What follows belongs to an exercise in optimizing a design on an open flow for small area, a short achievable clock period and few clock cycles per item; a production flow would make more cautious choices. The RTL was checked by simulation tests, not by an equivalence proof against the original design.

===== constraint.sdc =====
create_clock -name core_clock -period 16.0 [get_ports {clk}]
set_input_delay 3.2000 -clock core_clock [delete_from_list [all_inputs] [get_ports {clk}]]
set_output_delay 3.2000 -clock core_clock [all_outputs]
set_load 0.01 [all_outputs]

===== config.mk =====
export PLATFORM = sky130hd
export DESIGN_NAME = cnn_system_top
export DESIGN_NICKNAME = cnn_system_top
export VERILOG_FILES = /design/flow/design.v
export SDC_FILE = /design/flow/constraint.sdc
export NUM_CORES = 4
export LEC_CHECK = 0
export CAP_MARGIN = 20
export CORE_MARGIN = 2
export CORE_UTILIZATION = 40
export SLEW_MARGIN = 20

===== run.sh =====
#!/bin/bash
# synth_recipe.tcl (not shown) runs the flow's synth.tcl, then flattens the netlist and writes it again
# the make line also repeats each setting of config.mk as NAME=value (left out here)
make -C /OpenROAD-flow-scripts/flow DESIGN_CONFIG=/design/flow/config.mk WORK_HOME=/design/flow/orfs CLKGATE_MAP_FILE= SYNTH_SCRIPT=/design/flow/synth_recipe.tcl finish

===== design.v =====
package cnn_cfg_pkg;
  localparam int IMG_DIM  = 8;
  localparam int IMG_BITS = 3;
  localparam int ADDR_BITS = 2 * IMG_BITS;
  localparam int POOL_DIM       = IMG_DIM / 2;
  localparam int POOL_BITS      = IMG_BITS - 1;
  localparam int POOL_ADDR_BITS = 2 * POOL_BITS;
  localparam int PIX_BITS = 8;
  localparam int WGT_BITS = 8;
  localparam int ACC_BITS = 20;
  localparam int KERNEL_TAPS = 9;
  localparam int TAP_BITS    = 4;
endpackage
package cnn_ctrl_pkg;
  localparam logic [2:0] LOAD_W     = 3'd0;
  localparam logic [2:0] FILL_WIN   = 3'd1;
  localparam logic [2:0] SHIFT_COL  = 3'd2;
  localparam logic [2:0] WRITE_CONV = 3'd3;
  localparam logic [2:0] READ_POOL  = 3'd4;
  localparam logic [2:0] WRITE_POOL = 3'd5;
  localparam logic [2:0] DONE       = 3'd6;
  localparam logic [2:0] ROW_NONE = 3'b000;
  localparam logic [2:0] ROW_TOP  = 3'b100;
  localparam logic [2:0] ROW_MID  = 3'b010;
  localparam logic [2:0] ROW_BOT  = 3'b001;
endpackage
`timescale 1ns/10ps
import cnn_cfg_pkg::*;
import cnn_ctrl_pkg::*;
module conv_controller
  (
  input  logic                      clk,
  input  logic                      rst,
  output logic [TAP_BITS-1:0]       rom_w_a,
  output logic                      rom_w_oe,
  output logic                      w_load,
  output logic [ADDR_BITS-1:0]      rom_if_a,
  output logic                      rom_if_oe,
  output logic [2:0]                win_row,
  output logic                      pad_en,
  output logic                      col_shift,
  output logic [ADDR_BITS-1:0]      ram_conv_a,
  output logic                      ram_conv_we,
  output logic                      ram_conv_oe,
  output logic                      pool_first,
  output logic                      pool_en,
  output logic [POOL_ADDR_BITS-1:0] ram_pool_a,
  output logic                      ram_pool_we,
  output logic                      done
);
  logic [2:0]          state;
  logic [TAP_BITS-1:0] phase;
  logic [IMG_BITS-1:0] row_cnt;
  logic [IMG_BITS-1:0] col_cnt;
  logic [POOL_BITS-1:0] pool_row;
  logic [POOL_BITS-1:0] pool_col;
  logic [2:0]          row_sel;
  logic                sel_left;
  logic                sel_right;
  logic                win_active;
  logic                pad_slot;
  logic [IMG_BITS-1:0] src_row;
  logic [IMG_BITS-1:0] src_col;
  always_ff @(posedge clk or posedge rst) begin
    if (rst) begin
      state    <= LOAD_W;
      phase    <= '0;
      row_cnt  <= '0;
      col_cnt  <= '0;
      pool_row <= '0;
      pool_col <= '0;
    end else begin
      case (state)
        LOAD_W, FILL_WIN: begin
          if (phase == TAP_BITS'(KERNEL_TAPS - 1)) begin
            phase <= '0;
            state <= (state == LOAD_W) ? FILL_WIN : WRITE_CONV;
          end else begin
            phase <= phase + TAP_BITS'(1);
          end
        end
        SHIFT_COL: begin
          if (phase == TAP_BITS'(2)) begin
            phase <= '0;
            state <= WRITE_CONV;
          end else begin
            phase <= phase + TAP_BITS'(1);
          end
        end
        WRITE_CONV: begin
          if (col_cnt == IMG_BITS'(IMG_DIM - 1)) begin
            col_cnt <= '0;
            row_cnt <= row_cnt + IMG_BITS'(1);
            state   <= (row_cnt == IMG_BITS'(IMG_DIM - 1)) ? READ_POOL : FILL_WIN;
          end else begin
            col_cnt <= col_cnt + IMG_BITS'(1);
            state   <= SHIFT_COL;
          end
        end
        READ_POOL: begin
          if (phase == TAP_BITS'(3)) begin
            phase <= '0;
            state <= WRITE_POOL;
          end else begin
            phase <= phase + TAP_BITS'(1);
          end
        end
        WRITE_POOL: begin
          if (pool_col == POOL_BITS'(POOL_DIM - 1)) begin
            pool_col <= '0;
            pool_row <= pool_row + POOL_BITS'(1);
            state    <= (pool_row == POOL_BITS'(POOL_DIM - 1)) ? DONE : READ_POOL;
          end else begin
            pool_col <= pool_col + POOL_BITS'(1);
            state    <= READ_POOL;
          end
        end
        default: state <= DONE;
      endcase
    end
  end
  always_comb begin
    row_sel   = ROW_NONE;
    sel_left  = 1'b0;
    sel_right = 1'b0;
    case (state)
      FILL_WIN: begin
        case (phase)
          TAP_BITS'(0), TAP_BITS'(3), TAP_BITS'(6): row_sel = ROW_TOP;
          TAP_BITS'(1), TAP_BITS'(4), TAP_BITS'(7): row_sel = ROW_MID;
          default:                                  row_sel = ROW_BOT;
        endcase
        sel_left  = (phase < TAP_BITS'(3));
        sel_right = (phase > TAP_BITS'(5));
      end
      SHIFT_COL: begin
        case (phase)
          TAP_BITS'(0): row_sel = ROW_TOP;
          TAP_BITS'(1): row_sel = ROW_MID;
          default:      row_sel = ROW_BOT;
        endcase
        sel_right = 1'b1;
      end
      default: ;
    endcase
  end
  assign src_row = (row_sel == ROW_TOP) ? row_cnt - IMG_BITS'(1) :
                   (row_sel == ROW_BOT) ? row_cnt + IMG_BITS'(1) : row_cnt;
  assign src_col = sel_left  ? col_cnt - IMG_BITS'(1) :
                   sel_right ? col_cnt + IMG_BITS'(1) : col_cnt;
  assign pad_slot = (row_sel == ROW_TOP && row_cnt == '0) ||
                    (row_sel == ROW_BOT && row_cnt == IMG_BITS'(IMG_DIM - 1)) ||
                    (sel_left && col_cnt == '0) ||
                    (sel_right && col_cnt == IMG_BITS'(IMG_DIM - 1));
  assign win_active = (state == FILL_WIN) || (state == SHIFT_COL);
  assign rom_if_a   = {src_row, src_col};
  assign rom_if_oe  = win_active && !pad_slot;
  assign pad_en     = win_active && pad_slot;
  assign win_row    = row_sel;
  assign col_shift = win_active && (row_sel == ROW_TOP);
  assign rom_w_a  = phase;
  assign rom_w_oe = (state == LOAD_W) && !rst;
  assign w_load   = (state == LOAD_W) && !rst;
  assign ram_conv_a = (state == WRITE_CONV) ? {row_cnt, col_cnt} :
                      {pool_row, phase[1], pool_col, phase[0]};
  assign ram_conv_we = (state == WRITE_CONV);
  assign ram_conv_oe = (state == READ_POOL);
  assign pool_en     = (state == READ_POOL);
  assign pool_first  = (state == READ_POOL) && (phase == '0);
  assign ram_pool_a  = {pool_row, pool_col};
  assign ram_pool_we = (state == WRITE_POOL);
  assign done = (state == DONE);
endmodule
`timescale 1ns/10ps
import cnn_cfg_pkg::*;
import cnn_ctrl_pkg::*;
module window_buffer
  (
  input  logic                clk,
  input  logic                rst,
  input  logic [PIX_BITS-1:0] pix,
  input  logic [2:0]          win_row,
  input  logic                pad_en,
  input  logic                col_shift,
  input  logic                rom_if_oe,
  output logic [KERNEL_TAPS-1:0][PIX_BITS-1:0] window
);
  logic [PIX_BITS-1:0] win [3][3];
  logic                capture;
  logic [PIX_BITS-1:0] cap_pix;
  assign capture = rom_if_oe || pad_en;
  assign cap_pix = pad_en ? '0 : pix;
  always_ff @(posedge clk or posedge rst) begin
    if (rst) begin
      for (int r = 0; r < 3; r++) begin
        for (int c = 0; c < 3; c++) begin
          win[r][c] <= '0;
        end
      end
    end else begin
      if (col_shift) begin
        for (int r = 0; r < 3; r++) begin
          win[r][0] <= win[r][1];
          win[r][1] <= win[r][2];
        end
      end
      if (capture) begin
        for (int r = 0; r < 3; r++) begin
          if (win_row[2-r]) begin
            win[r][2] <= cap_pix;
          end
        end
      end
    end
  end
  for (genvar r = 0; r < 3; r++) begin : g_row
    for (genvar c = 0; c < 3; c++) begin : g_col
      assign window[r*3+c] = win[r][c];
    end
  end
endmodule
`timescale 1ns/10ps
import cnn_cfg_pkg::*;
module conv_engine
  (
  input  logic                       clk,
  input  logic                       rst,
  input  logic signed [WGT_BITS-1:0] w_din,
  input  logic                       w_load,
  input  logic [KERNEL_TAPS-1:0][PIX_BITS-1:0] window,
  output logic signed [ACC_BITS-1:0] conv_d
);
  logic signed [WGT_BITS-1:0] weight [KERNEL_TAPS];
  logic signed [PIX_BITS:0]   pix_s  [KERNEL_TAPS];
  logic signed [ACC_BITS-1:0] prod   [KERNEL_TAPS];
  always_ff @(posedge clk or posedge rst) begin
    if (rst) begin
      for (int k = 0; k < KERNEL_TAPS; k++) begin
        weight[k] <= '0;
      end
    end else if (w_load) begin
      for (int k = 0; k < KERNEL_TAPS - 1; k++) begin
        weight[k] <= weight[k+1];
      end
      weight[KERNEL_TAPS-1] <= w_din;
    end
  end
  for (genvar k = 0; k < KERNEL_TAPS; k++) begin : g_tap
    assign pix_s[k] = {1'b0, window[k]};
    assign prod[k]  = pix_s[k] * weight[k];
  end
  always_comb begin
    logic signed [ACC_BITS-1:0] acc;
    acc = '0;
    for (int k = 0; k < KERNEL_TAPS; k++) begin
      acc = acc + prod[k];
    end
    conv_d = acc;
  end
endmodule
`timescale 1ns/10ps
import cnn_cfg_pkg::*;
module max_pool
  (
  input  logic                       clk,
  input  logic                       rst,
  input  logic signed [ACC_BITS-1:0] sample,
  input  logic                       pool_first,
  input  logic                       pool_en,
  output logic signed [ACC_BITS-1:0] pool_d
);
  logic signed [ACC_BITS-1:0] run_max;
  always_ff @(posedge clk or posedge rst) begin
    if (rst) begin
      run_max <= '0;
    end else if (pool_first) begin
      run_max <= sample;
    end else if (pool_en && (sample > run_max)) begin
      run_max <= sample;
    end
  end
  assign pool_d = run_max;
endmodule
`timescale 1ns/10ps
import cnn_cfg_pkg::*;
import cnn_ctrl_pkg::*;
module cnn_system_top
  (
  input  logic                       clk,
  input  logic                       rst,
  output logic [TAP_BITS-1:0]        rom_w_a,
  output logic                       rom_w_oe,
  input  logic signed [WGT_BITS-1:0] rom_w_q,
  output logic [ADDR_BITS-1:0]       rom_if_a,
  output logic                       rom_if_oe,
  input  logic [PIX_BITS-1:0]        rom_if_q,
  output logic [ADDR_BITS-1:0]       ram_conv_a,
  output logic                       ram_conv_we,
  output logic                       ram_conv_oe,
  input  logic signed [ACC_BITS-1:0] ram_conv_q,
  output logic signed [ACC_BITS-1:0] conv_d,
  output logic [POOL_ADDR_BITS-1:0]  ram_pool_a,
  output logic                       ram_pool_we,
  output logic signed [ACC_BITS-1:0] pool_d,
  output logic                       done
);
  logic                w_load;
  logic [2:0]          win_row;
  logic                pad_en;
  logic                col_shift;
  logic                pool_first;
  logic                pool_en;
  logic [KERNEL_TAPS-1:0][PIX_BITS-1:0] window;
  conv_controller u_conv_controller (
    .clk         (clk),
    .rst         (rst),
    .rom_w_a     (rom_w_a),
    .rom_w_oe    (rom_w_oe),
    .w_load      (w_load),
    .rom_if_a    (rom_if_a),
    .rom_if_oe   (rom_if_oe),
    .win_row     (win_row),
    .pad_en      (pad_en),
    .col_shift   (col_shift),
    .ram_conv_a  (ram_conv_a),
    .ram_conv_we (ram_conv_we),
    .ram_conv_oe (ram_conv_oe),
    .pool_first  (pool_first),
    .pool_en     (pool_en),
    .ram_pool_a  (ram_pool_a),
    .ram_pool_we (ram_pool_we),
    .done        (done)
  );
  window_buffer u_window_buffer (
    .clk       (clk),
    .rst       (rst),
    .pix       (rom_if_q),
    .win_row   (win_row),
    .pad_en    (pad_en),
    .col_shift (col_shift),
    .rom_if_oe (rom_if_oe),
    .window    (window)
  );
  conv_engine u_conv_engine (
    .clk    (clk),
    .rst    (rst),
    .w_din  (rom_w_q),
    .w_load (w_load),
    .window (window),
    .conv_d (conv_d)
  );
  max_pool u_max_pool (
    .clk        (clk),
    .rst        (rst),
    .sample     (ram_conv_q),
    .pool_first (pool_first),
    .pool_en    (pool_en),
    .pool_d     (pool_d)
  );
endmodule

==> results.py <==
metrics = {
    "yosys": {
        "synth_top_cell_by_area": "fa_1",
        "netlist_top_cells_count": "inv_1 (786), fa_1 (551), ha_1 (352), nand2_1 (287), and2_1 (279)",
        "synth_area_per_cell_um2": 9.850,
        "synthFlopType": "dfrtp_1",
        "syn_area_mm2": 0.03009,
        "synth_cell_types": 65,
        "ys_ff_latch": 181,
        "synth_fp_nets": 3996,
        "ys_warn_count": 8,
        "synth_top_area_share_pct": 36.66,
        "synth_edf_count": 0,
        "ys_seq_area_share_pct": 15.05,
        "synthTopCellsByArea": "fa_1 (37%), dfrtp_1 (15%), ha_1 (15%)",
        "synthCells": 3055,
        "synth.most_common_cell": "inv_1",
        "async_flop_share_pct": 100.0,
    },
    "global_routing": {
        "antenna_found_initial": 6,
        "grt_pass1_vias": 21690,
        "grt_max_degree": 116,
        "grt_pass1_wl_mm": 124.2,
        "grt_remaining_overflow": 0,
        "grt_use_total_pct": 21.12,
    },
    "final_layout": {
        "stdcell_count": 4086,
        "diodes": 0,
        "nFillCells": 7183,
        "nNetsFinal": 4045,
        "fin_area_mm2": 0.03287,
        "synthToLayoutAreaGrowth_pct": 9.230,
        "drive_gt1_share_pct": 8.117,
    },
    "critical_path": {
        "crit_slowest_cell": "fa_1",
        "worst_path_most_repeated_cell": "fa_1",
        "cp_max_fo": 5,
        "reg2reg_depth": 6,
        "timing.rr.start": "u_conv_controller.state[2]",
        "critPathLaunchType": "flip-flop",
        "rr_endpoint": "u_window_buffer.win[0][5]",
        "cp-endpoint": "conv_d[19]",
        "r2r_slack_ns": 12.73,
        "path_buf_inv": 13,
        "critical_path_required_ns": 12.80,
        "critPathKind": "flip-flop to output port",
        "cpPeakStageDelay_ns": 0.55,
        "worstSetupEndpointType": "output port",
        "cp_top_family": "adder cells",
        "crit_start": "u_conv_engine.weight[0][0]",
        "worst_ep_arrival_time_ns": 12.38,
        "crit_cells": 41,
    },
    "cts": {
        "clockRootBuffer": "clkbuf_16",
        "clk_path_buf_depth": 2,
        "cts_made_buffers": 17,
        "cts.sinks": 181,
        "cts_max_level": 4,
        "hold_buffers": 0,
        "cts_tree": "done",
        "clk_latency_ns": 0.52,
        "clkSlewWorstSetupHoldPaths_ns": 0.09,
    },
    "hold_path": {
        "hp-class": "flip-flop to flip-flop",
    },
    "die": {
        "start_util_pct": 40.42,
        "io_pins": 104,
        "dieArea_mm2": 0.07744,
        "row_count": 100,
        "core-area_mm2": 0.07445,
        "die_x_um": 278.3,
        "die_y_um": 278.3,
    },
    "detailed_routing": {
        "wl_mm": 77.33,
        "ant_nets": 0,
        "firstDrtPassIters": 5,
        "routedWlPerCell_um": 18.93,
        "routed_via_density": 4.888,
        "vias": 19970,
        "initialDrtViolationCount": 1107,
        "drc_errors": 0,
    },
    "sta": {
        "hold-worst-slack_ns": 0.5261,
        "max_freq_mhz": 64.19,
        "max_slew_margin_pct": 32.71,
        "hold_violations": 0,
        "post-route-period-util_pct": 97.37,
        "rsz0062_at_grt": "true",
        "worst_slack_ns": 0.4212,
        "fin_crit_ns": 15.58,
        "slew_viol_final": 0,
        "final-setup-viol-count": 0,
        "tightestPinTransition_ns": 1.009,
        "finalClockSkew_ns": 0.01990,
    },
    "place": {
        "dp_hpwl_mm": 64.13,
        "port_buffers": 103,
        "globalplace.congestion": 0.8854,
        "dpl_worst_slack_ns": 0.2240,
        "dp_cells": 4041,
        "placed_area_mm2": 0.03206,
    },
    "run_status": {
        "run_status": "finished clean",
    },
    "job": {
        "cap_violations": 0,
    },
}
## state kept, by name, summed over array words and instances (netlist names)
register / flops
u_conv_controller.phase: 4
u_conv_controller.state: 3
u_window_buffer.win: 72
u_conv_controller.row_cnt: 3
u_conv_engine.weight: 72
u_conv_controller.pool_col: 2
u_conv_controller.col_cnt: 3
u_max_pool.run_max: 20
u_conv_controller.pool_row: 2
## cell type report
cell class                      instances  area, um2  area share, %
Clock buffer                           17      425.4          1.294
Clock inverter                         15      193.9         0.5900
Inverter                              788       2965          9.021
Multi-Input combinational cell       1973      22200          67.55
Sequential cell                       181       4543          13.82
Tap cell                              969       1212          3.688
Timing Repair Buffer                  143       1326          4.035
## routing by layer
layer	GRT usage (%)	vias to the layer above	share of wire (%)
met2	34.48	447	47
met1	28.53	10240	45
li1	-	9198	-
met4	5.502	2	1.8
met5	0	-	0.017
met3	4.533	86	6.1
## worst register-to-register path: stages, from the launching register on
cell and delay, ns:
dfrtp_1 0.54, or4b_1 0.63, nor2_1 0.15, o21ai_2 0.22, nor3_4 0.30, buf_4 0.81
mux2_2 0.50
## logic make-up after synthesis
| logic type | synth area share (%) |
|---|---|
| adder cells (fa/ha/maj) | 51.29 |
| buffers and inverters | 11.46 |
| AND/OR/NAND/NOR | 12.14 |
| flip-flops | 15.05 |
| AO/OA/AOI/OAI | 3.314 |
| multiplexers | 5.318 |
| XOR/XNOR | 1.426 |
## metrics by stage
step | setup TNS (ns) | utilization [%]
floorplan | 0 | -
global placement | 0 | 43.07
detailed placement | 0 | 43.07
CTS | 0 | 43.95
global route | -0.03652 | 44.15
finish | 0 | 44.15
## worst min path at each step
| stage | start | to | slack [ns] | depth (start not counted) |
|---|---|---|---|---|
| 2_1_floorplan | u_conv_controller.row_cnt[0] | u_conv_controller.row_cnt[0] | 0.53 | 1 |
| 3_3_place_gp | u_max_pool.run_max[18] | u_max_pool.run_max[18] | 0.52 | 1 |
| 3_5_place_dp | u_conv_controller.pool_row[0] | u_conv_controller.pool_row[0] | 0.52 | 1 |
| 4_1_cts | u_conv_controller.pool_row[0] | u_conv_controller.pool_row[0] | 0.53 | 1 |
| 5_1_grt | u_max_pool.run_max[5] | u_max_pool.run_max[5] | 0.56 | 1 |
| 6_report | u_conv_controller.pool_row[0] | u_conv_controller.pool_row[0] | 0.53 | 1 |
## cells in the final DEF (no fill, tap or decap), drive strengths merged, types with 3 or more instances in the layout
cell	synthesis	final
o21a	4	4
clkbuf	94	19
clkdlybuf4s50	0	95
inv	786	794
a21oi	36	36
a22o	9	9
buf	19	40
nand2	287	287
clkinv	2	8
xor2	10	10
mux2	140	140
xnor2	39	39
a21o	14	14
nor2	67	67
fa	551	551
dlymetal6s2s	0	4
nand4	7	7
and2	280	280
dfrtp	181	181
o21ai	54	54
or2	4	4
nand2b	33	33
a211oi	5	5
nor3	12	12
nand3	10	10
ha	352	352
a31oi	8	8
nor2b	13	13
o211ai	3	3
o21bai	4	4
## timing repair
action                     CTS  global route
gates resized for setup     19            23
cloned                       0             0
pin swaps                    3             2
buffers inserted             3            10
setup endpoints to repair    5             8
Testbench counts, summed over its fixed seeds: cycles 37,728, images 96.

separate check: timing with driven ports:
How much do the figures lean on ideal ports? The routed layout below was timed once more, with nothing changed but the port constraints. Step 1: set_driving_cell puts a clkbuf_16 on clk and a buf_2 on each other input, an assumption about the parent block. Step 2 times the ports against the registers' clock, not the clock port: input delays grow and output delays shrink by t, the midpoint of the rising clock arrivals with the driver on. Slacks: ideal / step 1 / step 2; pairs: ideal / step 1.
shift t [ns]: 0.575
setup WS [ns]: 0.421 / 0.356 / 0.931
worst setup path after step 2: register to output
After both steps this run still meets setup and hold. For this run, drivers alone change the setup slack by -0.065 ns; drivers and shift together by +0.510 ns.
